This design comes from an exercise in tuning for small area, a short achievable clock period and few clock cycles per item on the open sky130 flow, not from production work. RTL that was checked went through simulation tests only; none was proved equivalent to the original. Only the layout flow was run in runs 1 and 4; the RTL was not checked for function there. Power figures rest on the tool's default switching activity, not on a simulated workload.

$ cat flow/design.v
`default_nettype none
package acs_pkg;
  localparam int CHANNELS    = 4;
  localparam int MAX_RUN     = 1024;
  localparam int SAMPLE_BITS = 12;
  localparam int CH_W    = 2;
  localparam int LEN_W   = $clog2(MAX_RUN) + 1;    
  localparam int CNT_W   = $clog2(MAX_RUN);        
  localparam int SUM_W   = SAMPLE_BITS + $clog2(MAX_RUN);
  localparam int DB_W    = 12;
  localparam int GAIN_W  = 16;
  localparam int Q_FRAC  = 8;
  localparam int PROD_W  = SAMPLE_BITS + GAIN_W;
  localparam int MA_W    = 20;
  localparam int CFG_W   = 16;
  localparam int CFG_IDX_W = 2;
  localparam int JOB_W   = CH_W + 1 + SUM_W + LEN_W;
  localparam logic [CFG_IDX_W-1:0] REG_MEASURE_COUNT   = 2'd0;
  localparam logic [CFG_IDX_W-1:0] REG_CALIBRATE_COUNT = 2'd1;
  localparam logic [CFG_IDX_W-1:0] REG_DEADBAND        = 2'd2;
  localparam logic [CFG_IDX_W-1:0] REG_GAIN            = 2'd3;
  function automatic logic [CNT_W-1:0] count_limit(input logic [LEN_W-1:0] c);
    logic [CNT_W-1:0] r;
    if (c == '0) r = '0;
    else if (c > LEN_W'(MAX_RUN)) r = CNT_W'(MAX_RUN - 1);
    else r = CNT_W'(c - LEN_W'(1));
    count_limit = r;
  endfunction
endpackage
`default_nettype wire
`default_nettype none
module acs_queue (
  input  wire logic                            clk,
  input  wire logic                            rst,
  input  wire logic                            hold,
  input  wire logic                            s_valid,
  output logic                                 s_ready,
  input  wire logic [acs_pkg::CH_W-1:0]        s_channel,
  input  wire logic                            s_kind,
  input  wire logic [acs_pkg::SAMPLE_BITS-1:0] s_sample,
  output logic                                 n_valid,
  output logic [acs_pkg::CH_W-1:0]             n_ch,
  output logic                                 n_kind,
  output logic [acs_pkg::SAMPLE_BITS-1:0]      n_sample
);
  logic                            sk_valid;
  logic [acs_pkg::CH_W-1:0]        sk_ch;
  logic                            sk_kind;
  logic [acs_pkg::SAMPLE_BITS-1:0] sk_sample;
  logic                            take;
  logic                            ready_q;    
  assign s_ready  = ready_q;
  assign take     = s_valid && !sk_valid;
  assign n_valid  = sk_valid || take;
  assign n_ch     = sk_valid ? sk_ch     : s_channel;
  assign n_kind   = sk_valid ? sk_kind   : s_kind;
  assign n_sample = sk_valid ? sk_sample : s_sample;
  always_ff @(posedge clk) begin
    if (rst) begin
      sk_valid <= 1'b0;
      ready_q  <= 1'b1;
    end else if (hold) begin
      if (take) begin
        sk_valid <= 1'b1;
        ready_q  <= 1'b0;
      end
    end else begin
      sk_valid <= 1'b0;
      ready_q  <= 1'b1;
    end
    if (hold && take) begin
      sk_ch     <= s_channel;
      sk_kind   <= s_kind;
      sk_sample <= s_sample;
    end
  end
endmodule
`default_nettype wire
`default_nettype none
module acs_front (
  input  wire logic                            clk,
  input  wire logic                            rst,
  input  wire logic                            hold,      
  input  wire logic [acs_pkg::CNT_W-1:0]       meas_lim,
  input  wire logic [acs_pkg::CNT_W-1:0]       cal_lim,
  input  wire logic                            n_valid,
  input  wire logic [acs_pkg::CH_W-1:0]        n_ch,
  input  wire logic                            n_kind,
  input  wire logic [acs_pkg::SAMPLE_BITS-1:0] n_sample,
  output logic                                 push,      
  output logic [acs_pkg::CH_W-1:0]             push_ch,
  output logic                                 push_kind,
  output logic [acs_pkg::SUM_W-1:0]            push_sum,
  output logic [acs_pkg::LEN_W-1:0]            push_len,
  output logic [6:0]                           push_len3,   
  output logic                                 push_small   
);
  logic [acs_pkg::SUM_W-1:0] run_sum  [acs_pkg::CHANNELS];
  logic [acs_pkg::CNT_W-1:0] run_len  [acs_pkg::CHANNELS];
  logic                      run_kind [acs_pkg::CHANNELS];
  logic                            in_valid;
  logic [acs_pkg::CH_W-1:0]        in_ch;
  logic                            in_kind;
  logic [acs_pkg::SAMPLE_BITS-1:0] in_sample;
  logic [acs_pkg::CHANNELS-1:0]    in_join;    
  logic                            in_done;    
  logic [acs_pkg::SUM_W-1:0] base_sum;
  logic [acs_pkg::CNT_W-1:0] base_len;
  logic [acs_pkg::SUM_W-1:0] sum_next;
  logic [acs_pkg::LEN_W-1:0] len_next;
  always_comb begin
    base_sum = '0;
    base_len = '0;
    for (int c = 0; c < acs_pkg::CHANNELS; c++) begin
      base_sum = base_sum | (in_join[c] ? run_sum[c] : '0);
      base_len = base_len | (in_join[c] ? run_len[c] : '0);
    end
    sum_next = base_sum + acs_pkg::SUM_W'(in_sample);
    len_next = acs_pkg::LEN_W'(base_len) + acs_pkg::LEN_W'(1);
  end
  logic                      fwd;
  logic [acs_pkg::CNT_W-1:0] lim_n;
  logic [acs_pkg::CNT_W-1:0] st_len;
  logic                      n_busy;
  logic                      n_run_kind;
  logic                      n_restart;
  logic                      n_done;
  always_comb begin
    fwd        = in_valid && (n_ch == in_ch);
    lim_n      = n_kind ? cal_lim : meas_lim;
    st_len     = fwd ? (in_done ? '0 : len_next[acs_pkg::CNT_W-1:0]) : run_len[n_ch];
    n_busy     = fwd ? !in_done : (run_len[n_ch] != '0);
    n_run_kind = fwd ? in_kind  : run_kind[n_ch];
    n_restart  = n_busy && (n_run_kind != n_kind);
    n_done     = (n_restart ? '0 : st_len) >= lim_n;
  end
  always_ff @(posedge clk) begin
    if (rst) in_valid <= 1'b0;
    else if (!hold) in_valid <= n_valid;
    if (!hold) begin
      in_ch     <= n_ch;
      in_kind   <= n_kind;
      in_sample <= n_sample;
      for (int c = 0; c < acs_pkg::CHANNELS; c++)
        in_join[c] <= (n_ch == acs_pkg::CH_W'(c)) && !n_restart;
      in_done   <= n_done;
    end
  end
  always_ff @(posedge clk) begin
    if (rst) begin
      for (int i = 0; i < acs_pkg::CHANNELS; i++) begin
        run_sum[i]  <= '0;
        run_len[i]  <= '0;
        run_kind[i] <= 1'b0;
      end
    end else if (in_valid && !hold) begin
      run_kind[in_ch] <= in_kind;
      if (in_done) begin
        run_sum[in_ch] <= '0;
        run_len[in_ch] <= '0;
      end else begin
        run_sum[in_ch] <= sum_next;
        run_len[in_ch] <= len_next[acs_pkg::CNT_W-1:0];
      end
    end
  end
  assign push       = in_valid && in_done;
  assign push_ch    = in_ch;
  assign push_kind  = in_kind;
  assign push_sum   = sum_next;
  assign push_len   = len_next;
  assign push_len3  = 7'(len_next[4:0]) + 7'({len_next[4:0], 1'b0});
  assign push_small = base_len < acs_pkg::CNT_W'(16);
endmodule
`default_nettype wire
`default_nettype none
module acs_back #(
  parameter int SB = 5,     
  parameter int SK = 3,     
  parameter int LK = 1      
) (
  input  wire logic                        clk,
  input  wire logic                        rst,
  input  wire logic                        stall,
  input  wire logic [acs_pkg::DB_W-1:0]    deadband,
  input  wire logic [acs_pkg::GAIN_W-1:0]  gain,
  input  wire logic                        push,
  input  wire logic [acs_pkg::CH_W-1:0]    push_ch,
  input  wire logic                        push_kind,
  input  wire logic [acs_pkg::SUM_W-1:0]   push_sum,
  input  wire logic [acs_pkg::LEN_W-1:0]   push_len,
  input  wire logic [SB+1:0]               push_len3,
  input  wire logic                        push_small,
  output logic                             j_free,    
  output logic                             r_valid,
  output logic [acs_pkg::CH_W-1:0]         r_channel,
  output logic                             r_kind,
  output logic [acs_pkg::SAMPLE_BITS-1:0]  r_average,
  output logic [acs_pkg::MA_W-1:0]         r_current_ma
);
  localparam int QB = acs_pkg::SAMPLE_BITS;    
  localparam int LW = acs_pkg::LEN_W;
  localparam int RB = LW - 1;                  
  localparam int SR = SB - 1;                  
  localparam int NS = QB / SK;                 
  localparam int NL = QB / LK;                 
  localparam int CW = $clog2(NL + 1);
  logic                     j_valid;
  logic [acs_pkg::CH_W-1:0] j_ch;
  logic                     j_kind;
  logic [acs_pkg::SUM_W-1:0] j_sum;
  logic [LW-1:0]            j_len;
  logic [SB+1:0]            j_len3;
  logic                     j_small;
  logic [CW-1:0]            j_count;
  logic                     l_last;
  logic [RB-1:0]            l_rem_n;
  logic [QB-1:0]            l_q_n;
  always_comb begin
    logic [RB:0] trial;
    logic        fits;
    l_rem_n = j_sum[acs_pkg::SUM_W-1:QB];
    l_q_n   = j_sum[QB-1:0];
    for (int j = 0; j < LK; j++) begin
      trial   = {l_rem_n, l_q_n[QB-1]};
      fits    = trial >= {1'b0, j_len};
      l_rem_n = fits ? RB'(trial - {1'b0, j_len}) : trial[RB-1:0];
      l_q_n   = {l_q_n[QB-2:0], fits};
    end
  end
  assign l_last = j_valid && !j_small && j_count == CW'(NL - 1);
  assign j_free = !stall && (!j_valid || j_small || l_last);
  always_ff @(posedge clk) begin
    if (rst) j_valid <= 1'b0;
    else if (j_free) j_valid <= push;
    if (j_free) begin
      j_ch    <= push_ch;
      j_kind  <= push_kind;
      j_sum   <= push_sum;
      j_len   <= push_len;
      j_len3  <= push_len3;
      j_small <= push_small;
      j_count <= '0;
    end else if (!stall) begin
      j_sum   <= {l_rem_n, l_q_n};
      j_count <= j_count + CW'(1);
    end
  end
  localparam int T3 = SB + 2;                  
  logic            dv  [NS+1];
  logic [acs_pkg::CH_W-1:0] dch [NS+1];
  logic            dk  [NS+1];
  logic [SR-1:0]   drem[NS+1];
  logic [QB-1:0]   dq  [NS+1];
  logic [SB-1:0]   dlen[NS+1];
  logic [T3-1:0]   dl3 [NS+1];
  assign dv[0]   = j_valid && j_small;
  assign dch[0]  = j_ch;
  assign dk[0]   = j_kind;
  assign drem[0] = j_sum[QB+SR-1:QB];
  assign dq[0]   = j_sum[QB-1:0];
  assign dlen[0] = j_len[SB-1:0];
  assign dl3[0]  = j_len3;
  for (genvar s = 0; s < NS; s++) begin : g_div
    logic [SR-1:0] rem;
    logic [QB-1:0] q;
    logic [T3-1:0] trial;
    logic [T3:0]   d1, d2, d3;
    logic [SR:0]   t2;
    always_comb begin
      rem = drem[s];
      q   = dq[s];
      for (int j = 0; j < SK / 2; j++) begin
        trial = T3'({rem, q[QB-1:QB-2]});
        d1    = {1'b0, trial} - (T3+1)'(dlen[s]);
        d2    = {1'b0, trial} - (T3+1)'({dlen[s], 1'b0});
        d3    = {1'b0, trial} - (T3+1)'(dl3[s]);
        q     = {q[QB-3:0], 2'b00};
        if (!d3[T3]) begin
          rem  = SR'(d3);
          q[1:0] = 2'd3;
        end else if (!d2[T3]) begin
          rem  = SR'(d2);
          q[1:0] = 2'd2;
        end else if (!d1[T3]) begin
          rem  = SR'(d1);
          q[1:0] = 2'd1;
        end else begin
          rem  = SR'(trial);
        end
      end
      if (SK % 2 == 1) begin
        t2  = {rem, q[QB-1]};
        d1  = (T3+1)'(t2) - (T3+1)'(dlen[s]);
        rem = !d1[T3] ? SR'(d1) : t2[SR-1:0];
        q   = {q[QB-2:0], !d1[T3]};
      end
    end
    if (s < NS - 1) begin : g_reg
      always_ff @(posedge clk) begin
        if (rst) dv[s+1] <= 1'b0;
        else if (!stall) dv[s+1] <= dv[s];
        if (!stall) begin
          dch[s+1]  <= dch[s];
          dk[s+1]   <= dk[s];
          drem[s+1] <= rem;
          dq[s+1]   <= q;
          dlen[s+1] <= dlen[s];
          dl3[s+1]  <= dl3[s];
        end
      end
    end else begin : g_last
      assign dv[s+1]   = dv[s];
      assign dch[s+1]  = dch[s];
      assign dk[s+1]   = dk[s];
      assign drem[s+1] = rem;
      assign dq[s+1]   = q;
      assign dlen[s+1] = dlen[s];
      assign dl3[s+1]  = dl3[s];
    end
  end
  logic                            p1_valid;
  logic [acs_pkg::CH_W-1:0]        p1_ch;
  logic                            p1_kind;
  logic [acs_pkg::SAMPLE_BITS-1:0] p1_avg;
  logic [acs_pkg::SAMPLE_BITS-1:0] zero_offset [acs_pkg::CHANNELS];
  logic [acs_pkg::SAMPLE_BITS-1:0] off;
  logic [acs_pkg::SAMPLE_BITS-1:0] corrected;
  always_ff @(posedge clk) begin
    if (rst) p1_valid <= 1'b0;
    else if (!stall) p1_valid <= dv[NS] || l_last;
    if (!stall) begin
      p1_ch   <= l_last ? j_ch    : dch[NS];
      p1_kind <= l_last ? j_kind  : dk[NS];
      p1_avg  <= l_last ? l_q_n   : dq[NS];
    end
  end
  assign off       = zero_offset[p1_ch];
  assign corrected = (p1_avg > off) ? p1_avg - off : '0;
  localparam int TW = acs_pkg::SAMPLE_BITS + 2;
  logic [TW-1:0] t_a, t_b, t_c, t_x, t_y, t_diff;
  logic          p1_pass;
  always_comb begin
    t_a    = TW'(p1_avg);
    t_b    = ~(TW'(off));
    t_c    = ~(TW'(deadband));
    t_x    = t_a ^ t_b ^ t_c;
    t_y    = {((t_a & t_b) | (t_a & t_c) | (t_b & t_c)), 1'b1};
    t_diff = t_x - ~t_y;
    p1_pass = !p1_kind && ((deadband == '0) || ((p1_avg > off) && !t_diff[TW-1]));
  end
  always_ff @(posedge clk) begin
    if (rst) begin
      for (int i = 0; i < acs_pkg::CHANNELS; i++) zero_offset[i] <= '0;
    end else if (!stall && p1_valid && p1_kind) begin
      zero_offset[p1_ch] <= p1_avg;
    end
  end
  localparam int PW = acs_pkg::PROD_W;
  localparam int FW = acs_pkg::Q_FRAC;
  logic                            p2_valid;
  logic [acs_pkg::CH_W-1:0]        p2_ch;
  logic                            p2_kind;
  logic [acs_pkg::SAMPLE_BITS-1:0] p2_avg;
  logic                            p2_pass;
  logic [acs_pkg::SAMPLE_BITS-1:0] p2_corr;
  always_ff @(posedge clk) begin
    if (rst) p2_valid <= 1'b0;
    else if (!stall) p2_valid <= p1_valid;
    if (!stall) begin
      p2_ch   <= p1_ch;
      p2_kind <= p1_kind;
      p2_avg  <= p1_avg;
      p2_pass <= p1_pass;
      p2_corr <= corrected;
    end
  end
  logic [PW-1:0] row_a;
  logic [PW-1:0] row_b;
  logic [FW:0]   low_sum;
  logic [PW-1:0] r0 [12];
  logic [PW-1:0] r1 [8];
  logic [PW-1:0] r2 [6];
  logic [PW-1:0] r3 [4];
  logic [PW-1:0] r4 [3];
  always_comb begin
    for (int i = 0; i < 12; i++) r0[i] = p2_corr[i] ? (PW'(gain) << i) : '0;
    for (int i = 0; i < 4; i++) begin
      r1[2*i]   = r0[3*i] ^ r0[3*i+1] ^ r0[3*i+2];
      r1[2*i+1] = ((r0[3*i] & r0[3*i+1]) | (r0[3*i] & r0[3*i+2]) | (r0[3*i+1] & r0[3*i+2])) << 1;
    end
    for (int i = 0; i < 2; i++) begin
      r2[2*i]   = r1[3*i] ^ r1[3*i+1] ^ r1[3*i+2];
      r2[2*i+1] = ((r1[3*i] & r1[3*i+1]) | (r1[3*i] & r1[3*i+2]) | (r1[3*i+1] & r1[3*i+2])) << 1;
    end
    r2[4] = r1[6];
    r2[5] = r1[7];
    for (int i = 0; i < 2; i++) begin
      r3[2*i]   = r2[3*i] ^ r2[3*i+1] ^ r2[3*i+2];
      r3[2*i+1] = ((r2[3*i] & r2[3*i+1]) | (r2[3*i] & r2[3*i+2]) | (r2[3*i+1] & r2[3*i+2])) << 1;
    end
    r4[0] = r3[0] ^ r3[1] ^ r3[2];
    r4[1] = ((r3[0] & r3[1]) | (r3[0] & r3[2]) | (r3[1] & r3[2])) << 1;
    r4[2] = r3[3];
    row_a   = r4[0] ^ r4[1] ^ r4[2];
    row_b   = ((r4[0] & r4[1]) | (r4[0] & r4[2]) | (r4[1] & r4[2])) << 1;
    low_sum = (FW+1)'(row_a[FW-1:0]) + (FW+1)'(row_b[FW-1:0]);
  end
  logic                            p3_valid;
  logic [acs_pkg::CH_W-1:0]        p3_ch;
  logic                            p3_kind;
  logic [acs_pkg::SAMPLE_BITS-1:0] p3_avg;
  logic                            p3_pass;
  logic [PW-FW-1:0]                p3_a;
  logic [PW-FW-1:0]                p3_b;
  logic                            p3_c;
  logic [PW-FW-1:0]                scaled;
  logic [acs_pkg::MA_W-1:0]        ma;
  always_ff @(posedge clk) begin
    if (rst) p3_valid <= 1'b0;
    else if (!stall) p3_valid <= p2_valid;
    if (!stall) begin
      p3_ch   <= p2_ch;
      p3_kind <= p2_kind;
      p3_avg  <= p2_avg;
      p3_pass <= p2_pass;
      p3_a    <= row_a[PW-1:FW];
      p3_b    <= row_b[PW-1:FW];
      p3_c    <= low_sum[FW];
    end
  end
  assign scaled = p3_a + p3_b + (PW-FW)'(p3_c);
  assign ma = !p3_pass ? '0 : acs_pkg::MA_W'(scaled);
  always_ff @(posedge clk) begin
    if (rst) r_valid <= 1'b0;
    else if (!stall) r_valid <= p3_valid;
    if (!stall) begin
      r_channel    <= p3_ch;
      r_kind       <= p3_kind;
      r_average    <= p3_avg;
      r_current_ma <= ma;
    end
  end
endmodule
`default_nettype wire
`default_nettype none
module averaged_current_sense (
  input  wire logic                            clk,
  input  wire logic                            rst,
  input  wire logic                            s_valid,
  output logic                                 s_ready,
  input  wire logic [acs_pkg::CH_W-1:0]        s_channel,
  input  wire logic                            s_kind,
  input  wire logic [acs_pkg::SAMPLE_BITS-1:0] s_sample,
  output logic                                 r_valid,
  input  wire logic                            r_ready,
  output logic [acs_pkg::CH_W-1:0]             r_channel,
  output logic                                 r_kind,
  output logic [acs_pkg::SAMPLE_BITS-1:0]      r_average,
  output logic [acs_pkg::MA_W-1:0]             r_current_ma,
  input  wire logic                            cfg_we,
  input  wire logic [acs_pkg::CFG_IDX_W-1:0]   cfg_index,
  input  wire logic [acs_pkg::CFG_W-1:0]       cfg_data
);
  logic [acs_pkg::CNT_W-1:0]  meas_lim;    
  logic [acs_pkg::CNT_W-1:0]  cal_lim;     
  logic [acs_pkg::DB_W-1:0]   deadband;
  logic [acs_pkg::GAIN_W-1:0] gain;
  always_ff @(posedge clk) begin
    if (rst) begin
      meas_lim <= acs_pkg::CNT_W'(64 - 1);
      cal_lim  <= acs_pkg::CNT_W'(200 - 1);
      deadband <= acs_pkg::DB_W'(149);
      gain     <= acs_pkg::GAIN_W'(5158);
    end else if (cfg_we) begin
      case (cfg_index)
        acs_pkg::REG_MEASURE_COUNT:   meas_lim <= acs_pkg::count_limit(cfg_data[acs_pkg::LEN_W-1:0]);
        acs_pkg::REG_CALIBRATE_COUNT: cal_lim  <= acs_pkg::count_limit(cfg_data[acs_pkg::LEN_W-1:0]);
        acs_pkg::REG_DEADBAND:        deadband <= cfg_data[acs_pkg::DB_W-1:0];
        default:                      gain     <= cfg_data[acs_pkg::GAIN_W-1:0];
      endcase
    end
  end
  logic stall;
  logic j_free;
  logic hold;
  assign stall = r_valid && !r_ready;
  assign hold  = !j_free;
  logic                            n_valid;
  logic [acs_pkg::CH_W-1:0]        n_ch;
  logic                            n_kind;
  logic [acs_pkg::SAMPLE_BITS-1:0] n_sample;
  acs_queue u_queue (
    .clk(clk), .rst(rst), .hold(hold),
    .s_valid(s_valid), .s_ready(s_ready), .s_channel(s_channel),
    .s_kind(s_kind), .s_sample(s_sample),
    .n_valid(n_valid), .n_ch(n_ch), .n_kind(n_kind), .n_sample(n_sample)
  );
  logic                        push;
  logic [acs_pkg::CH_W-1:0]    push_ch;
  logic                        push_kind;
  logic [acs_pkg::SUM_W-1:0]   push_sum;
  logic [acs_pkg::LEN_W-1:0]   push_len;
  logic [6:0]                  push_len3;
  logic                        push_small;
  acs_front u_front (
    .clk(clk), .rst(rst), .hold(hold),
    .meas_lim(meas_lim), .cal_lim(cal_lim),
    .n_valid(n_valid), .n_ch(n_ch), .n_kind(n_kind), .n_sample(n_sample),
    .push(push), .push_ch(push_ch), .push_kind(push_kind), .push_sum(push_sum),
    .push_len(push_len), .push_len3(push_len3), .push_small(push_small)
  );
  acs_back u_back (
    .clk(clk), .rst(rst), .stall(stall),
    .deadband(deadband), .gain(gain),
    .push(push), .push_ch(push_ch), .push_kind(push_kind), .push_sum(push_sum),
    .push_len(push_len), .push_len3(push_len3), .push_small(push_small),
    .j_free(j_free),
    .r_valid(r_valid), .r_channel(r_channel), .r_kind(r_kind),
    .r_average(r_average), .r_current_ma(r_current_ma)
  );
endmodule
`default_nettype wire
$ cat flow/flow/run.sh
#!/bin/bash
# The standard layout, with buf_2 port buffers and resizing not held to a cell's footprint.
bash standard.sh MATCH_CELL_FOOTPRINT=0 "BUFFER_PORTS_ARGS=-buffer_cell sky130_fd_sc_hd__buf_2" finish > standard.log 2>&1
$ cat flow/standard.sh
#!/bin/bash
# synth_recipe.tcl (not shown) runs the flow's synth.tcl, then flattens the netlist and writes it again
# the make line also repeats each setting of config.mk as NAME=value (left out here)
make -C /OpenROAD-flow-scripts/flow DESIGN_CONFIG=/design/flow/config.mk WORK_HOME=/design/flow/orfs CLKGATE_MAP_FILE= SYNTH_SCRIPT=/design/flow/synth_recipe.tcl "${@:-finish}"
$ cat flow/config.mk
export PLATFORM = sky130hd
export DESIGN_NAME = averaged_current_sense
export DESIGN_NICKNAME = averaged_current_sense
export VERILOG_FILES = /design/flow/design.v
export SDC_FILE = /design/flow/constraint.sdc
export NUM_CORES = 4
export LEC_CHECK = 0
export ABC_CLOCK_PERIOD_IN_PS = 3200
export CAP_MARGIN = 20
export CORE_MARGIN = 2
export CORE_UTILIZATION = 40
export SETUP_SLACK_MARGIN = 5.0
export SLEW_MARGIN = 20
$ cat flow/constraint.sdc
create_clock -name core_clock -period 8.5 [get_ports {clk}]
set_input_delay 1.7000 -clock core_clock [delete_from_list [all_inputs] [get_ports {clk}]]
set_output_delay 1.7000 -clock core_clock [all_outputs]
set_load 0.01 [all_outputs]
==> impl_metrics.toml, run 1 <==
[worst_setup_path]
startpoint_type = "primary input"
crit_path_end_kind = "flip-flop"
worst-endpoint-required_ps = 8890
worstSetupPathType = "in2reg"
crit_path_max_fo = 4
worstPathArrival_ps = 4400

[clocking]
cts_sinks = 548
clock_tree.root_cell = "sky130_fd_sc_hd__clkbuf_16"
ctsHtreeMaxLevel = 2
clk_latency_worst_skew_pair_ps = 640
ctsLongestPathBuffers = 3
cts_tree = "done"
numCtsBuffers = 59
cts.reportedPaths.clkPinSlew_ps = 70

[logic_synthesis]
synth_commonest_cells = "sky130_fd_sc_hd__edfxtp_1 (483), sky130_fd_sc_hd__nand2_1 (302), sky130_fd_sc_hd__inv_1 (277)"
synth_cell_types = 87
synth-edff-count = 483
yosys.area.top_type = "sky130_fd_sc_hd__edfxtp_1"
yosysTopAreaCellShare_pct = 45.2
async_reset_ff_share_pct = 0
synthesis.instances = 2788
postSynthAreaPerCell_um2 = 11.5
yosys.cell_count.top_type = "sky130_fd_sc_hd__edfxtp_1"
yosysWarningCount = 23
synth-seq-area-share_pct = 49.3
synthTopCellsByArea = "sky130_fd_sc_hd__edfxtp_1 (45%), sky130_fd_sc_hd__fa_1 (11%), sky130_fd_sc_hd__ha_1 (7.3%)"
count_of_state_elements_after_synthesis = 548
ys.flop_type = "sky130_fd_sc_hd__edfxtp_1"
synth_nets = 3185
synthesis.area_um2 = 32100

[die]
die_w_um = 287
floorplan.core_area_um2 = 79100
fp-row-count = 103
design.die.area_um2 = 82400
initial_utilization_pct = 40.5
io-pin-count = 75
die_height_um = 287

[hold_path]
worst_hold_path_type = "reg2reg"

[drt]
routed_wl_um = 82400
vias_per_cell = 5.30
drt.antenna.violating_nets = 0
detail_route.first_pass.iterations = 5
drtIter0Drc = 1446
post_drt_wl_per_cell_um = 20.2
route.vias.total = 21600
detail_route.drc_violations = 0

[timing]
final_max_slew_viol_count = 0
max_freq_mhz = 249
timing_worst_slew_pin_value_ps = 986
finalWorstPathRequiredPeriod_ps = 4010
hold_viol = 0
slew_margin_rel_pct = 34.3
final_setup_vio_count = 0
totalNegativeSetupSlack_ps = 0
grt_setup_unrepaired = "yes"
timing.final.crit_share_pct = 47.2
timing.clock.skew_ps = 19.8
final.hold.worst_slack_ps = 418

[status]
status = "no timing/DRC/antenna violations"

[final_layout]
area_delta_synth_final_pct = 18.5
layout-drive-gt1-share_pct = 21.1
fillerInstances = 7066
fin_nets = 3370

[global_routing]
grt_start_max_net_pins = 107
grt_pass1_wl_um = 126000
number_of_antenna_violations_at_the_first_check_in_global_routing = 8
groute.usage.overall_pct = 19.6
global_route.overflow_total = 0
grt_pass1_vias = 22300

[run]
maxCapViolations = 0

[placed_design]
port_buffers = 74
gp_routability_congestion = 0.864
dp.final_hpwl_um = 55000

[power_and_ir_drop]
power_leakage_nw = 15.6
p_per_area_nw_per_um2 = 337
power.ir.vdd_worst_mv = 0.191
## per-stage QoR
step / worst slack, ps / cells / util, % / cell area (um^2) / power (mW)
detailed placement: 2770 / 3816 / 42.6 / 33700 / 9.18
floorplan: 2770 / 2788 / - / 32400 / 7.96
CTS: 4460 / 4023 / 46.7 / 37000 / 12.4
global route: 4380 / 4075 / 48.0 / 38000 / 13.7
global placement: 2740 / 3816 / 42.6 / 33700 / 9.05
finish: 4490 / 4078 / 48.0 / 38000 / 12.8
## cell type report
| class | count | area (um^2) | share of cell area, % |
|---|---|---|---|
| diodes | 6 | 15.0 | 0.0395 |
| clock buffers | 74 | 1580 | 4.17 |
| well taps | 1050 | 1310 | 3.46 |
| multi-input cells | 1847 | 15900 | 41.7 |
| inverters | 280 | 1110 | 2.93 |
| flip-flops and latches | 548 | 15800 | 41.7 |
| clock inverters | 36 | 312 | 0.820 |
| repair buffers | 237 | 1970 | 5.17 |
## routing by layer
layer,up-vias,track usage (%),routed length (um)
li1,10000,-,-
met1,10800,25.6,35000
met2,601,32.9,39700
met3,166,3.17,4770
met4,4,7.46,2940
met5,-,0,27
## power by group
group | switching, mW | internal (mW) | leakage (nW)
combinational | 3.16 | 2.90 | 8.95
clock | 1.09 | 1.44 | 0.915
sequential | 0.463 | 3.76 | 5.69
total | 4.72 | 8.10 | 15.6
## placed cells by master, fill, tap and decap left out, types with 31 or more instances in the layout
cell	count
sky130_fd_sc_hd__nor3_1	39
sky130_fd_sc_hd__nand2_1	286
sky130_fd_sc_hd__nor2_1	204
sky130_fd_sc_hd__dfxtp_1	50
sky130_fd_sc_hd__edfxtp_1	483
sky130_fd_sc_hd__a22oi_1	55
sky130_fd_sc_hd__buf_2	73
sky130_fd_sc_hd__a21o_1	35
sky130_fd_sc_hd__fa_2	34
sky130_fd_sc_hd__buf_4	124
sky130_fd_sc_hd__ha_1	166
sky130_fd_sc_hd__xnor2_1	46
sky130_fd_sc_hd__inv_2	34
sky130_fd_sc_hd__o21ai_0	56
sky130_fd_sc_hd__inv_1	238
sky130_fd_sc_hd__clkbuf_16	64
sky130_fd_sc_hd__and2_1	140
sky130_fd_sc_hd__nand3_1	45
sky130_fd_sc_hd__fa_1	138
sky130_fd_sc_hd__mux2_2	34
sky130_fd_sc_hd__nand2b_1	31
sky130_fd_sc_hd__mux2i_1	37
sky130_fd_sc_hd__a21oi_1	96
## state kept, by name, summed over array words and instances (netlist names), 20 cells and up, named ones only
register / count
u_back.dl3: 21
u_back.dq: 36
u_back.j_sum: 22
u_back.p3_a: 20
u_back.p3_b: 20
u_back.r_current_ma: 20
u_back.zero_offset: 48
u_front.run_len: 40
u_front.run_sum: 88
## cell families after synthesis
| kind of cell | Yosys count | synth area share [%] |
|---|---|---|
| compound gates | 396 | 8.26 |
| xor+xnor | 90 | 2.48 |
| fa+ha+maj | 360 | 18.1 |
| buf+inv | 397 | 4.78 |
| flops | 548 | 49.3 |
| mux | 89 | 3.49 |
| simple gates | 908 | 13.6 |
## timing repair
action / CTS / global route
hold buffers: 0 / 0
buffers inserted: 95 / 41
gates cloned: 2 / 7
resized for setup: 177 / 100
setup endpoints to repair: 383 / 226
pin swaps: 64 / 54
## critical path: stages
cell	delay, ps
sky130_fd_sc_hd__buf_12	110
sky130_fd_sc_hd__mux2i_4	220
sky130_fd_sc_hd__buf_6	160
sky130_fd_sc_hd__xnor2_4	130
sky130_fd_sc_hd__nor2b_4	80
sky130_fd_sc_hd__a2111oi_4	330
sky130_fd_sc_hd__nor3_2	90
sky130_fd_sc_hd__a22oi_2	280
sky130_fd_sc_hd__or2_4	170
sky130_fd_sc_hd__ha_4	180
sky130_fd_sc_hd__nand2b_4	130
sky130_fd_sc_hd__a21oi_2	120
sky130_fd_sc_hd__nor2b_1	50
sky130_fd_sc_hd__o21ai_1	120
sky130_fd_sc_hd__a21oi_1	90
sky130_fd_sc_hd__o21ai_1	120
sky130_fd_sc_hd__a21oi_1	80
sky130_fd_sc_hd__a211o_1	220
## worst paths after layout
path | start | endpoint | slack, ps | depth (start not counted)
setup / recovery | s_channel[1] | u_front.in_done | 4490 | 18
hold reg to reg | u_back.p2_avg[8] | u_back.p3_avg[8] | 420 | 0
hold / removal | u_back.p2_avg[8] | u_back.p3_avg[8] | 420 | 0
setup reg to reg | u_back.p2_corr[4] | u_back.p3_c | 4520 | 11
==> inputs of run 2 (changes only) <==
--- a/flow/design.v
+++ b/flow/design.v
@@ -103,35 +103,18 @@
   logic                            in_kind;
   logic [acs_pkg::SAMPLE_BITS-1:0] in_sample;
-  logic [acs_pkg::CHANNELS-1:0]    in_join;    
-  logic                            in_done;    
+  logic                            in_restart;    
+  logic                      restart;
   logic [acs_pkg::SUM_W-1:0] base_sum;
   logic [acs_pkg::CNT_W-1:0] base_len;
   logic [acs_pkg::SUM_W-1:0] sum_next;
   logic [acs_pkg::LEN_W-1:0] len_next;
-  always_comb begin
-    base_sum = '0;
-    base_len = '0;
-    for (int c = 0; c < acs_pkg::CHANNELS; c++) begin
-      base_sum = base_sum | (in_join[c] ? run_sum[c] : '0);
-      base_len = base_len | (in_join[c] ? run_len[c] : '0);
-    end
-    sum_next = base_sum + acs_pkg::SUM_W'(in_sample);
-    len_next = acs_pkg::LEN_W'(base_len) + acs_pkg::LEN_W'(1);
-  end
-  logic                      fwd;
-  logic [acs_pkg::CNT_W-1:0] lim_n;
-  logic [acs_pkg::CNT_W-1:0] st_len;
-  logic                      n_busy;
-  logic                      n_run_kind;
-  logic                      n_restart;
-  logic                      n_done;
+  logic                      done;
+  logic fwd;
+  logic n_busy;
+  logic n_run_kind;
   always_comb begin
     fwd        = in_valid && (n_ch == in_ch);
-    lim_n      = n_kind ? cal_lim : meas_lim;
-    st_len     = fwd ? (in_done ? '0 : len_next[acs_pkg::CNT_W-1:0]) : run_len[n_ch];
-    n_busy     = fwd ? !in_done : (run_len[n_ch] != '0);
-    n_run_kind = fwd ? in_kind  : run_kind[n_ch];
-    n_restart  = n_busy && (n_run_kind != n_kind);
-    n_done     = (n_restart ? '0 : st_len) >= lim_n;
+    n_busy     = fwd ? !done   : (run_len[n_ch] != '0);
+    n_run_kind = fwd ? in_kind : run_kind[n_ch];
   end
   always_ff @(posedge clk) begin
@@ -139,12 +122,18 @@
     else if (!hold) in_valid <= n_valid;
     if (!hold) begin
-      in_ch     <= n_ch;
-      in_kind   <= n_kind;
-      in_sample <= n_sample;
-      for (int c = 0; c < acs_pkg::CHANNELS; c++)
-        in_join[c] <= (n_ch == acs_pkg::CH_W'(c)) && !n_restart;
-      in_done   <= n_done;
+      in_ch      <= n_ch;
+      in_kind    <= n_kind;
+      in_sample  <= n_sample;
+      in_restart <= n_busy && (n_run_kind != n_kind);
     end
   end
+  always_comb begin
+    restart  = in_restart;
+    base_sum = restart ? '0 : run_sum[in_ch];
+    base_len = restart ? '0 : run_len[in_ch];
+    sum_next = base_sum + acs_pkg::SUM_W'(in_sample);
+    len_next = acs_pkg::LEN_W'(base_len) + acs_pkg::LEN_W'(1);
+    done     = base_len >= (in_kind ? cal_lim : meas_lim);
+  end
   always_ff @(posedge clk) begin
     if (rst) begin
@@ -156,5 +145,5 @@
     end else if (in_valid && !hold) begin
       run_kind[in_ch] <= in_kind;
-      if (in_done) begin
+      if (done) begin
         run_sum[in_ch] <= '0;
         run_len[in_ch] <= '0;
@@ -165,5 +154,5 @@
     end
   end
-  assign push       = in_valid && in_done;
+  assign push       = in_valid && done;
   assign push_ch    = in_ch;
   assign push_kind  = in_kind;
@@ -177,5 +166,5 @@
 module acs_back #(
   parameter int SB = 5,     
-  parameter int SK = 3,     
+  parameter int SK = 4,     
   parameter int LK = 1      
 ) (
@@ -267,5 +256,4 @@
     logic [T3-1:0] trial;
     logic [T3:0]   d1, d2, d3;
-    logic [SR:0]   t2;
     always_comb begin
       rem = drem[s];
@@ -290,10 +278,4 @@
         end
       end
-      if (SK % 2 == 1) begin
-        t2  = {rem, q[QB-1]};
-        d1  = (T3+1)'(t2) - (T3+1)'(dlen[s]);
-        rem = !d1[T3] ? SR'(d1) : t2[SR-1:0];
-        q   = {q[QB-2:0], !d1[T3]};
-      end
     end
     if (s < NS - 1) begin : g_reg
@@ -379,30 +361,28 @@
   logic [PW-1:0] row_b;
   logic [FW:0]   low_sum;
-  logic [PW-1:0] r0 [12];
-  logic [PW-1:0] r1 [8];
-  logic [PW-1:0] r2 [6];
-  logic [PW-1:0] r3 [4];
-  logic [PW-1:0] r4 [3];
+  localparam int GW = acs_pkg::GAIN_W + 2;
+  logic [GW-1:0] gain3;
+  always_ff @(posedge clk) gain3 <= GW'(gain) + GW'({gain, 1'b0});
+  logic [PW-1:0] r0 [6];
+  logic [PW-1:0] r1 [4];
+  logic [PW-1:0] r2 [3];
   always_comb begin
-    for (int i = 0; i < 12; i++) r0[i] = p2_corr[i] ? (PW'(gain) << i) : '0;
-    for (int i = 0; i < 4; i++) begin
-      r1[2*i]   = r0[3*i] ^ r0[3*i+1] ^ r0[3*i+2];
-      r1[2*i+1] = ((r0[3*i] & r0[3*i+1]) | (r0[3*i] & r0[3*i+2]) | (r0[3*i+1] & r0[3*i+2])) << 1;
+    for (int i = 0; i < 6; i++) begin
+      case (p2_corr[2*i +: 2])
+        2'd1:    r0[i] = PW'(gain) << (2*i);
+        2'd2:    r0[i] = PW'({gain, 1'b0}) << (2*i);
+        2'd3:    r0[i] = PW'(gain3) << (2*i);
+        default: r0[i] = '0;
+      endcase
     end
     for (int i = 0; i < 2; i++) begin
-      r2[2*i]   = r1[3*i] ^ r1[3*i+1] ^ r1[3*i+2];
-      r2[2*i+1] = ((r1[3*i] & r1[3*i+1]) | (r1[3*i] & r1[3*i+2]) | (r1[3*i+1] & r1[3*i+2])) << 1;
-    end
-    r2[4] = r1[6];
-    r2[5] = r1[7];
-    for (int i = 0; i < 2; i++) begin
-      r3[2*i]   = r2[3*i] ^ r2[3*i+1] ^ r2[3*i+2];
-      r3[2*i+1] = ((r2[3*i] & r2[3*i+1]) | (r2[3*i] & r2[3*i+2]) | (r2[3*i+1] & r2[3*i+2])) << 1;
+      r1[2*i]   = r0[3*i] ^ r0[3*i+1] ^ r0[3*i+2];
+      r1[2*i+1] = ((r0[3*i] & r0[3*i+1]) | (r0[3*i] & r0[3*i+2]) | (r0[3*i+1] & r0[3*i+2])) << 1;
     end
-    r4[0] = r3[0] ^ r3[1] ^ r3[2];
-    r4[1] = ((r3[0] & r3[1]) | (r3[0] & r3[2]) | (r3[1] & r3[2])) << 1;
-    r4[2] = r3[3];
-    row_a   = r4[0] ^ r4[1] ^ r4[2];
-    row_b   = ((r4[0] & r4[1]) | (r4[0] & r4[2]) | (r4[1] & r4[2])) << 1;
+    r2[0] = r1[0] ^ r1[1] ^ r1[2];
+    r2[1] = ((r1[0] & r1[1]) | (r1[0] & r1[2]) | (r1[1] & r1[2])) << 1;
+    r2[2] = r1[3];
+    row_a   = r2[0] ^ r2[1] ^ r2[2];
+    row_b   = ((r2[0] & r2[1]) | (r2[0] & r2[2]) | (r2[1] & r2[2])) << 1;
     low_sum = (FW+1)'(row_a[FW-1:0]) + (FW+1)'(row_b[FW-1:0]);
   end
==> flow/run.sh (new file) <==
#!/bin/bash
# synth_recipe.tcl (not shown) runs the flow's synth.tcl, then flattens the netlist and writes it again
# the make line also repeats each setting of config.mk as NAME=value (left out here)
make -C /OpenROAD-flow-scripts/flow DESIGN_CONFIG=/design/flow/config.mk WORK_HOME=/design/flow/orfs CLKGATE_MAP_FILE= SYNTH_SCRIPT=/design/flow/synth_recipe.tcl finish
--- a/flow/config.mk
+++ b/flow/config.mk
@@ -6,8 +6,8 @@
 export NUM_CORES = 4
 export LEC_CHECK = 0
-export ABC_CLOCK_PERIOD_IN_PS = 3200
+export ABC_CLOCK_PERIOD_IN_PS = 3500
 export CAP_MARGIN = 20
 export CORE_MARGIN = 2
 export CORE_UTILIZATION = 40
-export SETUP_SLACK_MARGIN = 5.0
+export SETUP_SLACK_MARGIN = 4.7
 export SLEW_MARGIN = 20
removed: flow/flow/run.sh
removed: flow/standard.sh
==> impl_metrics.toml, run 2 <==
[status]
status = "no timing/DRC/antenna violations"

[logic_synthesis]
synthesis.instances = 2671
ys.flop_type = "sky130_fd_sc_hd__edfxtp_1"
yosysWarningCount = 21
synthTopCellsByArea = "sky130_fd_sc_hd__edfxtp_1 (43%), sky130_fd_sc_hd__ha_1 (8.1%), sky130_fd_sc_hd__fa_1 (5.7%)"
synth_commonest_cells = "sky130_fd_sc_hd__edfxtp_1 (449), sky130_fd_sc_hd__inv_1 (214), sky130_fd_sc_hd__nand2_1 (209)"
postSynthAreaPerCell_um2 = 11.7
synth-seq-area-share_pct = 48.6
synth_nets = 3001
synth_cell_types = 100
yosys.cell_count.top_type = "sky130_fd_sc_hd__edfxtp_1"
synthesis.area_um2 = 31200
yosysTopAreaCellShare_pct = 43.2
yosys.area.top_type = "sky130_fd_sc_hd__edfxtp_1"
synth-edff-count = 449
async_reset_ff_share_pct = 0
count_of_state_elements_after_synthesis = 533

[drt]
vias_per_cell = 5.43
detail_route.drc_violations = 0
routed_wl_um = 76700
route.vias.total = 21100
post_drt_wl_per_cell_um = 19.7
drtIter0Drc = 1546
detail_route.first_pass.iterations = 5
drt.antenna.violating_nets = 0

[worst_setup_path]
crit_path_max_fo = 4
crit_path_end_kind = "flip-flop"
worstSetupPathType = "reg2reg"
path_cells = "ha_4 > nor2b_4 > o31a_1 > o21ai_2 > nor2b_4 > a21o_1 > mux2i_4 > ha_4 > nor2b_4 > o21a_1 > o21ai_2 > nand2b_1 > a21oi_2 > o21ai_4 > mux2_1 > a21oi_2"
worstPathArrival_ps = 4290
timing.critical_path.mode_cell = "sky130_fd_sc_hd__nor2b_4"
startpoint_type = "flip-flop"
slowest_delay_ps = 520
startpoint = "u_back.j_sum[12]"
slowest_stage = "sky130_fd_sc_hd__edfxtp_1"
worst-endpoint-required_ps = 8980
crit-reg2reg-launch = "u_back.j_sum[12]"

[power_and_ir_drop]
power.ir.vdd_worst_mv = 0.334
power_frac_seq_pct = 29.8
p_clk_share_pct = 19.1
power_leakage_nw = 14.6
netSwitchingFraction_pct = 37.9
intPower_mw = 8.44
p_per_area_nw_per_um2 = 376
switchingPower_mw = 5.16
combPwrFrac_pct = 51.1

[global_routing]
global_route.overflow_total = 0
groute.usage.overall_pct = 18.7
grt_pass1_vias = 21400
number_of_antenna_violations_at_the_first_check_in_global_routing = 2
grt_pass1_wl_um = 120000
grt_start_max_net_pins = 78

[timing]
final_setup_vio_count = 0
totalNegativeSetupSlack_ps = 0
grt_setup_unrepaired = "yes"
timing.final.crit_share_pct = 44.8
timing_worst_slew_pin_value_ps = 1040
slew_margin_rel_pct = 28.4
finalWorstPathRequiredPeriod_ps = 3810
timing.clock.skew_ps = 32.2
final_max_slew_viol_count = 0
hold_viol = 0
max_freq_mhz = 262

[clocking]
cts_sinks = 533
cts.reportedPaths.clkPinSlew_ps = 60
clock_tree.root_cell = "sky130_fd_sc_hd__clkbuf_16"
ctsHtreeMaxLevel = 2
cts_tree = "done"
hold_buffers = 0
ctsLongestPathBuffers = 3
numCtsBuffers = 58
clk_latency_worst_skew_pair_ps = 630

[final_layout]
final_area_um2 = 36200
fin_nets = 3129
multi_input_area_um2 = 15300
antenna_cells_inserted = 0
area.sequential_um2 = 15200
layout_commonest_cell = "sky130_fd_sc_hd__edfxtp_1"
top_library_cells_by_usage_in_the_layout_fill_and_taps_aside = "sky130_fd_sc_hd__edfxtp_1 (449), sky130_fd_sc_hd__nor2_1 (205), sky130_fd_sc_hd__nand2_1 (202)"
layout-drive-gt1-share_pct = 17.8
area_delta_synth_final_pct = 16.0
fillerInstances = 6952
top_regs = "u_front.run_sum (88), u_back.zero_offset (48), u_front.run_len (40)"
top_reg_by_flops = "u_front.run_sum"
largest_register_ffs = 88
finished_core_util_pct = 46.8

[hold_path]
hold_path_startpoint = "u_back.dch[1][0]"
worst_hold_path_type = "reg2reg"

[die]
initial_utilization_pct = 40.3
io-pin-count = 75
floorplan.core_area_um2 = 77300
die_height_um = 283
fp-row-count = 102
die_w_um = 283
design.die.area_um2 = 80200

[placed_design]
dp.final_hpwl_um = 53700
port_buffers = 74
gp_routability_congestion = 0.868
dpl-instance-area_um2 = 32900

[run]
maxCapViolations = 0
==> run 2: layout make-up <==
| type | count | area share (%) |
|---|---|---|
| multi-input combinational | 1804 | 42.2 |
| clock inverter | 37 | 1.11 |
| clock buffer | 70 | 4.31 |
| sequential | 533 | 41.9 |
| timing repair inverter | 2 | 0.0415 |
| inverter | 217 | 2.38 |
| tap | 1040 | 3.60 |
| timing repair buffer | 183 | 4.46 |
==> run 2: per-stage QoR <==
step	total power, mW	setup slack, ps	cells	hold slack [ps]
2_1_floorplan	8.32	3240	2671	364
3_3_place_gp	9.64	2480	3692	403
3_5_place_dp	9.85	2410	3692	405
4_1_cts	12.9	4690	3836	401
5_1_grt	14.6	4550	3886	408
6_report	13.6	4690	3886	400
==> run 2: power by group through the flow <==
stage	Sequential (mW)	Combinational [mW]	Clock, mW
final	4.05	6.95	2.60
after global routing	4.11	7.75	2.75
after CTS	4.07	6.19	2.65
after detailed placement	4.13	5.72	0
after global placement	4.12	5.52	0
after floorplan	3.86	4.45	0
==> run 2: logic make-up after synthesis <==
kind of cell,share of synthesized area (%)
fa+ha+maj,13.9
compound gates,10.3
flops,48.6
buf+inv,4.40
mux,8.37
xor+xnor,2.77
simple gates,11.6
==> run 2: path summary, 6_finish.rpt <==
kind | end | slack, ps | depth (start not counted)
max | u_back.drem[1][1] | 4690 | 16
min | u_back.dch[2][0] | 400 | 0
max reg2reg | u_back.drem[1][1] | 4690 | 16
min reg2reg | u_back.dch[2][0] | 400 | 0
==> run 2: worst max-delay path: cells and delay by family (launching register included) <==
family / cells / cell delay (ps)
AOI/OAI and AO/OA: 8 / 1410
adders and majority gates: 2 / 550
and+or+nand+nor: 4 / 520
muxes: 2 / 670
DFF: 1 / 520
==> run 2: routing by layer <==
layer,track usage (%),routed length [um],share of wire (%),vias up
met4,7.12,2630,3.4,2
met5,0,9,0.012,-
li1,-,-,-,9921
met2,32.3,37700,49,643
met3,2.58,4160,5.4,140
met1,23.7,32200,42,10400
==> run 2: timing repair <==
item,4_1_cts,5_1_grt
setup endpoints to repair,449,130
cloned,5,1
buffers inserted,32,49
pin swaps,15,40
resized for setup,78,74
Testbench counts of run 2, summed over its fixed seeds: cycles 16,657, items 4,813.
==> inputs of run 3 (changes only) <==
==> flow/flow/run.sh (new file) <==
#!/bin/bash
# The standard layout, with buf_2 port buffers and resizing not held to a cell's footprint.
bash standard.sh MATCH_CELL_FOOTPRINT=0 "BUFFER_PORTS_ARGS=-buffer_cell sky130_fd_sc_hd__buf_2" finish > standard.log 2>&1
==> flow/standard.sh (new file) <==
#!/bin/bash
# synth_recipe.tcl (not shown) runs the flow's synth.tcl, then flattens the netlist and writes it again
# the make line also repeats each setting of config.mk as NAME=value (left out here)
make -C /OpenROAD-flow-scripts/flow DESIGN_CONFIG=/design/flow/config.mk WORK_HOME=/design/flow/orfs CLKGATE_MAP_FILE= SYNTH_SCRIPT=/design/flow/synth_recipe.tcl "${@:-finish}"
removed: flow/run.sh
==> impl_metrics.toml, run 3 <==
[timing]
timing.final.crit_share_pct = 45.2
grt_setup_unrepaired = "yes"
max_freq_mhz = 260
slew_margin_rel_pct = 22.8
timing.final.ws_setup_ps = 4650
timing.clock.skew_ps = 33.1
final_max_slew_viol_count = 0
totalNegativeSetupSlack_ps = 0
hold_viol = 0
finalWorstPathRequiredPeriod_ps = 3850
timing_worst_slew_pin_value_ps = 1130
final_setup_vio_count = 0

[placed_design]
gp_routability_congestion = 0.874
post-place-ws_ps = 2360
port_buffers = 74
dpl-instance-area_um2 = 32500
dp.final_hpwl_um = 53800

[clocking]
ctsLongestPathBuffers = 3
cts.reportedPaths.clkPinSlew_ps = 70
numCtsBuffers = 60
cts_sinks = 533
cts_tree = "done"
ctsHtreeMaxLevel = 2
clk_latency_worst_skew_pair_ps = 640
clock_tree.root_cell = "sky130_fd_sc_hd__clkbuf_16"
hold_buffers = 0

[die]
die_height_um = 283
floorplan.core_area_um2 = 77300
design.die.area_um2 = 80200
initial_utilization_pct = 40.3
fp-row-count = 102
io-pin-count = 75
die_w_um = 283

[drt]
routed_wl_um = 77300
route.vias.total = 21200
detail_route.drc_violations = 0
post_drt_wl_per_cell_um = 19.9
detail_route.first_pass.iterations = 5
vias_per_cell = 5.44
drtIter0Drc = 1472
drt.antenna.violating_nets = 0

[worst_setup_path]
startpoint_type = "flip-flop"
worst-endpoint-required_ps = 8870
crit_path_max_fo = 6
crit_path_end_kind = "flip-flop"
worstSetupPathType = "reg2reg"
timing.critical_path.mode_cell = "sky130_fd_sc_hd__a21o_1"
slowest_stage = "sky130_fd_sc_hd__or4_4"
slowest_delay_ps = 590
path_cells = "ha_1 > nor2b_1 > o31a_1 > o211ai_1 > a21oi_4 > a21o_1 > mux2i_4 > buf_6 > ha_4 > a21o_1 > a2111oi_4 > or4_4 > a21boi_4 > mux2i_1"
worstPathArrival_ps = 4220

[final_layout]
fillerInstances = 7052
fin_nets = 3121
layout_commonest_cell = "sky130_fd_sc_hd__edfxtp_1"
top_library_cells_by_usage_in_the_layout_fill_and_taps_aside = "sky130_fd_sc_hd__edfxtp_1 (449), sky130_fd_sc_hd__nor2_1 (204), sky130_fd_sc_hd__inv_1 (201), sky130_fd_sc_hd__nand2_1 (201), sky130_fd_sc_hd__ha_1 (191)"
top_reg_by_flops = "u_front.run_sum"
layout-drive-gt1-share_pct = 20.0
final_area_um2 = 35800
largest_register_ffs = 88
finished_core_util_pct = 46.3
top_regs = "u_front.run_sum (88), u_back.zero_offset (48), u_front.run_len (40)"
area_delta_synth_final_pct = 14.8

[global_routing]
grt_pass1_vias = 21600
grt_pass1_wl_um = 120000
global_route.overflow_total = 0
number_of_antenna_violations_at_the_first_check_in_global_routing = 3
grt_start_max_net_pins = 98
groute.usage.overall_pct = 18.7

[logic_synthesis]
synth_nets = 3001
count_of_state_elements_after_synthesis = 533
yosysWarningCount = 21
synth-seq-area-share_pct = 48.6
yosys.cell_count.top_type = "sky130_fd_sc_hd__edfxtp_1"
async_reset_ff_share_pct = 0
synthesis.area_um2 = 31200
synthesis.instances = 2671
postSynthAreaPerCell_um2 = 11.7
synth_commonest_cells = "sky130_fd_sc_hd__edfxtp_1 (449), sky130_fd_sc_hd__inv_1 (214), sky130_fd_sc_hd__nand2_1 (209)"
yosysTopAreaCellShare_pct = 43.2
ys.flop_type = "sky130_fd_sc_hd__edfxtp_1"
synth-edff-count = 449
synth_cell_types = 100
yosys.area.top_type = "sky130_fd_sc_hd__edfxtp_1"
synthTopCellsByArea = "sky130_fd_sc_hd__edfxtp_1 (43%), sky130_fd_sc_hd__ha_1 (8.1%), sky130_fd_sc_hd__fa_1 (5.7%)"

[power_and_ir_drop]
power.ir.vdd_worst_mv = 0.286
power_leakage_nw = 14.5
p_per_area_nw_per_um2 = 373

[hold_path]
worst_hold_path_type = "reg2reg"

[status]
status = "no timing/DRC/antenna violations"

[run]
maxCapViolations = 0
-- run 3: area by class of cell --
type / count / area (um^2) / area share (%)
clock buffer: 76 / 1650 / 4.62
inverter: 217 / 838 / 2.34
timing repair inverter: 1 / 8.76 / 0.0245
tap: 1040 / 1300 / 3.64
sequential: 533 / 15200 / 42.4
clock inverter: 37 / 255 / 0.713
timing repair buffer: 170 / 1200 / 3.35
antenna: 4 / 10.0 / 0.0280
multi-input combinational: 1808 / 15300 / 42.9
-- run 3: path summary, 6_finish.rpt --
path | from | to | slack, ps | cells after the start
hold / removal | u_back.dq[1][3] | u_back.dq[2][7] | 420 | 0
setup reg to reg | u_back.j_sum[11] | u_back.drem[1][0] | 4650 | 14
setup / recovery | u_back.j_sum[11] | u_back.drem[1][0] | 4650 | 14
hold reg to reg | u_back.dq[1][3] | u_back.dq[2][7] | 420 | 0
-- run 3: power by group --
| group | leakage [nW] | internal [mW] | total (mW) | switching (mW) |
|---|---|---|---|---|
| clock network | 0.942 | 1.43 | 2.50 | 1.07 |
| logic | 8.14 | 3.19 | 6.81 | 3.62 |
| registers | 5.46 | 3.61 | 4.05 | 0.445 |
| total | 14.5 | 8.23 | 13.4 | 5.13 |
-- run 3: cell families after synthesis --
group | synth area share [%]
fa+ha+maj | 13.9
mux | 8.37
compound gates | 10.3
xor+xnor | 2.77
simple gates | 11.6
buf+inv | 4.40
flops | 48.6
-- run 3: critical path, delay by kind of cell, from the launching register on --
family	cells	cell delay (ps)
AO/OA/AOI/OAI	7	1330
AND/OR/NAND/NOR	2	740
adder cells (fa/ha/maj)	2	570
flip-flops	1	470
multiplexers	2	330
buffers and inverters	1	140
-- run 3: layer usage --
| layer | GRT usage (%) | vias to the layer above | routed length [um] |
|---|---|---|---|
| li1 | - | 9948 | - |
| met1 | 23.5 | 10400 | 31900 |
| met2 | 32.8 | 610 | 38800 |
| met3 | 2.74 | 150 | 4030 |
| met4 | 6.48 | 0 | 2560 |
| met5 | 0 | - | 0 |
-- run 3: timing repair --
| action | in CTS | in global routing |
|---|---|---|
| pin swaps | 12 | 31 |
| hold endpoints to repair | 0 | 0 |
| buffers inserted | 26 | 48 |
| resized for setup | 84 | 63 |
| endpoints found under the setup margin | 361 | 192 |
| gates cloned | 4 | 5 |
-- run 3: per-stage QoR --
step	std cells	hold WS, ps	total power, mW
finish	3886	417	13.4
global route	3883	420	14.4
CTS	3829	414	12.7
detailed placement	3686	405	9.82
global placement	3686	404	9.58
floorplan	2671	364	8.32
==> inputs of run 4 (changes only) <==
--- a/flow/design.v
+++ b/flow/design.v
@@ -360,5 +360,4 @@
   logic [PW-1:0] row_a;
   logic [PW-1:0] row_b;
-  logic [FW:0]   low_sum;
   localparam int GW = acs_pkg::GAIN_W + 2;
   logic [GW-1:0] gain3;
@@ -385,38 +384,16 @@
     row_a   = r2[0] ^ r2[1] ^ r2[2];
     row_b   = ((r2[0] & r2[1]) | (r2[0] & r2[2]) | (r2[1] & r2[2])) << 1;
-    low_sum = (FW+1)'(row_a[FW-1:0]) + (FW+1)'(row_b[FW-1:0]);
   end
-  logic                            p3_valid;
-  logic [acs_pkg::CH_W-1:0]        p3_ch;
-  logic                            p3_kind;
-  logic [acs_pkg::SAMPLE_BITS-1:0] p3_avg;
-  logic                            p3_pass;
-  logic [PW-FW-1:0]                p3_a;
-  logic [PW-FW-1:0]                p3_b;
-  logic                            p3_c;
-  logic [PW-FW-1:0]                scaled;
-  logic [acs_pkg::MA_W-1:0]        ma;
-  always_ff @(posedge clk) begin
-    if (rst) p3_valid <= 1'b0;
-    else if (!stall) p3_valid <= p2_valid;
-    if (!stall) begin
-      p3_ch   <= p2_ch;
-      p3_kind <= p2_kind;
-      p3_avg  <= p2_avg;
-      p3_pass <= p2_pass;
-      p3_a    <= row_a[PW-1:FW];
-      p3_b    <= row_b[PW-1:FW];
-      p3_c    <= low_sum[FW];
-    end
-  end
-  assign scaled = p3_a + p3_b + (PW-FW)'(p3_c);
-  assign ma = !p3_pass ? '0 : acs_pkg::MA_W'(scaled);
+  logic [PW-1:0]            product;
+  logic [acs_pkg::MA_W-1:0] ma;
+  assign product = row_a + row_b;
+  assign ma = !p2_pass ? '0 : product[FW +: acs_pkg::MA_W];
   always_ff @(posedge clk) begin
     if (rst) r_valid <= 1'b0;
-    else if (!stall) r_valid <= p3_valid;
+    else if (!stall) r_valid <= p2_valid;
     if (!stall) begin
-      r_channel    <= p3_ch;
-      r_kind       <= p3_kind;
-      r_average    <= p3_avg;
+      r_channel    <= p2_ch;
+      r_kind       <= p2_kind;
+      r_average    <= p2_avg;
       r_current_ma <= ma;
     end
==> impl_metrics.toml, run 4 <==
[status]
status = "no timing/DRC/antenna violations"

[timing]
finalWorstPathRequiredPeriod_ps = 4860
slew_margin_rel_pct = 30.9
timing_worst_slew_pin_value_ps = 1040
final_max_slew_viol_count = 0
grt_setup_unrepaired = "yes"
final.hold.worst_slack_ps = 399
timing.final.ws_setup_ps = 3640
hold_viol = 0
totalNegativeSetupSlack_ps = 0
final_setup_vio_count = 0
timing.clock.skew_ps = 34.7
timing.final.crit_share_pct = 57.2
max_freq_mhz = 206

[global_routing]
groute.usage.overall_pct = 19.9
grt_pass1_vias = 21200
number_of_antenna_violations_at_the_first_check_in_global_routing = 1
grt_pass1_wl_um = 117000
grt_start_max_net_pins = 89
global_route.overflow_total = 0

[worst_setup_path]
crit_path_max_fo = 4
slowest_delay_ps = 550
worst-endpoint-required_ps = 8880
slowest_stage = "sky130_fd_sc_hd__fa_1"
critical_path.n_buffers_inverters = 5
worst_setup_path_endpoint = "u_back.r_current_ma[15]"
worst_path_dominant_cell_family = "adder cells"
crit-reg2reg-capture = "u_back.r_current_ma[15]"
crit-reg2reg-launch = "u_back.p2_corr[2]"
worstPathArrival_ps = 5240
timing.critical_path.mode_cell = "sky130_fd_sc_hd__fa_1"
crit_path_end_kind = "flip-flop"
timing.reg2reg.setup_slack_ps = 3640
path_cells = "buf_6 > mux2_2 > a22oi_2 > fa_1 > fa_1 > inv_1 > fa_1 > ha_4 > a21o_1 > a21oi_2 > inv_2 > or3_4 > o211ai_4 > buf_4 > buf_6 > o21a_4 > o21ai_2 > xor2_1 > and2_1"
timing.critical_path.depth = 19
worstSetupPathType = "reg2reg"
reg2regPathDepth = 19
startpoint_type = "flip-flop"
startpoint = "u_back.p2_corr[2]"

[placed_design]
post-place-ws_ps = 2880
gp_routability_congestion = 0.854
port_buffers = 74
dpl-instance-area_um2 = 30700
dp.final_hpwl_um = 51300

[logic_synthesis]
count_of_state_elements_after_synthesis = 475
synth-seq-area-share_pct = 46.2
postSynthAreaPerCell_um2 = 11.2
synth_cell_types = 73
synthTopCellsByArea = "sky130_fd_sc_hd__edfxtp_1 (40%), sky130_fd_sc_hd__ha_1 (8.8%), sky130_fd_sc_hd__fa_1 (6.0%)"
yosysTopAreaCellShare_pct = 40.5
synth_commonest_cells = "sky130_fd_sc_hd__edfxtp_1 (392), sky130_fd_sc_hd__nand2_1 (216), sky130_fd_sc_hd__inv_1 (211)"
synth_nets = 2936
yosysWarningCount = 21
synthesis.instances = 2607
async_reset_ff_share_pct = 0
yosys.cell_count.top_type = "sky130_fd_sc_hd__edfxtp_1"
synth-edff-count = 392
yosys.area.top_type = "sky130_fd_sc_hd__edfxtp_1"
synthesis.area_um2 = 29100
ys.flop_type = "sky130_fd_sc_hd__edfxtp_1"

[power_and_ir_drop]
p_clk_share_pct = 14.9
combPwrFrac_pct = 61.1
p_per_area_nw_per_um2 = 415
intPower_mw = 8.73
power_leakage_nw = 14.0
power_frac_seq_pct = 24.0
power.ir.vdd_worst_mv = 0.355
netSwitchingFraction_pct = 39.9
switchingPower_mw = 5.79

[final_layout]
final_area_um2 = 35000
top_reg_by_flops = "u_front.run_sum"
layout_commonest_cell = "sky130_fd_sc_hd__edfxtp_1"
antenna_cells_inserted = 0
largest_register_ffs = 88
finished_core_util_pct = 48.8
area_delta_synth_final_pct = 20.2
fin_nets = 3166
top_regs = "u_front.run_sum (88), u_back.zero_offset (48), u_front.run_len (40)"
layout-drive-gt1-share_pct = 25.4
top_library_cells_by_usage_in_the_layout_fill_and_taps_aside = "sky130_fd_sc_hd__edfxtp_1 (392), sky130_fd_sc_hd__nand2_1 (206), sky130_fd_sc_hd__inv_1 (190), sky130_fd_sc_hd__buf_4 (190), sky130_fd_sc_hd__ha_1 (175)"

[clocking]
cts.reportedPaths.clkPinSlew_ps = 60
clk_latency_worst_skew_pair_ps = 630
clock_tree.root_cell = "sky130_fd_sc_hd__clkbuf_16"
cts_tree = "done"
cts_sinks = 475
hold_buffers = 0
ctsLongestPathBuffers = 3
ctsHtreeMaxLevel = 2
numCtsBuffers = 52

[drt]
post_drt_wl_per_cell_um = 20.2
drtIter0Drc = 1597
vias_per_cell = 5.50
drt.antenna.violating_nets = 0
routed_wl_um = 77400
route.vias.total = 21000
detail_route.drc_violations = 0
detail_route.first_pass.iterations = 6

[run]
maxCapViolations = 0

[die]
floorplan.core_area_um2 = 71700
die_height_um = 274
io-pin-count = 75
die_w_um = 274
fp-row-count = 98
initial_utilization_pct = 40.6
design.die.area_um2 = 74900

[hold_path]
worst_hold_path_type = "reg2reg"
[run 4: cell types whose count changed after synthesis, sizes merged, moves of 10 or more]
cell	change
or3	-10
a22o	-20
nor3	+36
nor2	-65
a22oi	+20
nand2b	+14
a211oi	+11
and2	+21
a21oi	+14
edfxtp	-57
[run 4: final cells by class]
type | instances | area, um^2
Clock buffer | 71 | 1420
Tap cell | 950 | 1190
Sequential cell | 475 | 13500
Timing Repair Buffer | 299 | 2280
Inverter | 213 | 817
Clock inverter | 18 | 175
Fill cell | 6369 | 36800
Multi-Input combinational cell | 1795 | 15600
Timing Repair inverter | 1 | 5.00
[run 4: per-layer routing]
layer / routed length (um) / global-route usage, % / up-vias
li1: - / - / 9867
met1: 33000 / 26.2 / 10400
met2: 37600 / 34.0 / 650
met3: 4520 / 2.63 / 153
met4: 2230 / 6.04 / 2
met5: 11 / 0 / -
[run 4: cells by family (layout without fill, tap and decap cells)]
| logic type | count (synthesis) | after routing | share of synthesized area, % |
|---|---|---|---|
| AOI/OAI and AO/OA | 485 | 485 | 10.9 |
| muxes | 181 | 181 | 8.51 |
| buffers and inverters | 337 | 602 | 4.43 |
| xor gates and xnor gates | 94 | 94 | 2.83 |
| DFF | 475 | 475 | 46.2 |
| adders and majority gates | 291 | 291 | 14.8 |
| and+or+nand+nor | 744 | 744 | 12.4 |
[run 4: timing repair]
action                                  CTS  global route
endpoints found under the setup margin  291           186
gates resized for setup                 112           145
buffers inserted                        124            75
endpoints found under the hold margin     0             0
pin swaps                                58            83
cloned                                    0             4
[run 4: metrics by stage]
step	cells	total power, mW
floorplan	2607	8.41
global placement	3530	9.67
detailed placement	3530	9.85
CTS	3743	13.1
global route	3822	15.6
finish	3822	14.5
[run 4: power by group through the flow]
stage	clock [mW]	combinational (mW)	sequential (mW)
final	2.17	8.87	3.48
after global routing	2.28	9.79	3.53
after CTS	2.21	7.45	3.48
after floorplan	0	5.07	3.34
after detailed placement	0	6.18	3.67
after global placement	0	6.01	3.66
[run 4: worst min-delay path by stage]
stage / from / to / slack (ps) / cells after the start
after detailed placement: u_back.p2_avg[1] / u_back.r_average[1] / 400 / 0
final: u_back.dch[1][0] / u_back.dch[2][0] / 400 / 0
after CTS: u_back.dch[1][0] / u_back.dch[2][0] / 410 / 0
after global routing: u_back.dch[1][0] / u_back.dch[2][0] / 420 / 0
after global placement: u_back.dq[1][3] / u_back.dq[2][7] / 400 / 0
after floorplan: gain[0] / u_back.gain3[0] / 370 / 0
[run 4: worst reg2reg max path, delay by kind of cell (launching register included)]
family | cells | cell delay (ps)
compound gates | 6 | 890
xor+xnor | 1 | 160
fa+ha+maj | 4 | 1770
buf+inv | 5 | 510
flops | 1 | 460
mux | 1 | 340
simple gates | 2 | 500

[afterwards: timing with drivers on the ports]
How much do the figures lean on ideal ports? The routed layouts below were timed once more, with nothing changed but the port constraints. Step 1, drivers: a clkbuf_16 drives clk and a buf_2 each remaining input, both assumed. Step 2 also shifts input and output timing later by t, the mid clock arrival at the registers, as if the neighbouring blocks saw the same clock. a / b / c = no drivers / after step 1 / after step 2; a / b = the first two.
| run | t, ns | setup WS [ns] | latest minus earliest clock arrival (ns) |
|---|---|---|---|
| run 1 | 0.688 | 4.488 / 4.502 / 3.814 | 0.023 / 0.023 |
| run 2 | 0.677 | 4.688 / 4.688 / 4.156 | 0.035 / 0.034 |
| run 3 | 0.685 | 4.654 / 4.654 / 4.147 | 0.038 / 0.039 |
| run 4 | 0.669 | 3.642 / 3.642 / 3.642 | 0.035 / 0.035 |
After both steps every run listed still meets setup and hold. For run 1, which loses most, drivers alone change the setup slack by +0.014 ns; drivers and shift together by -0.674 ns.
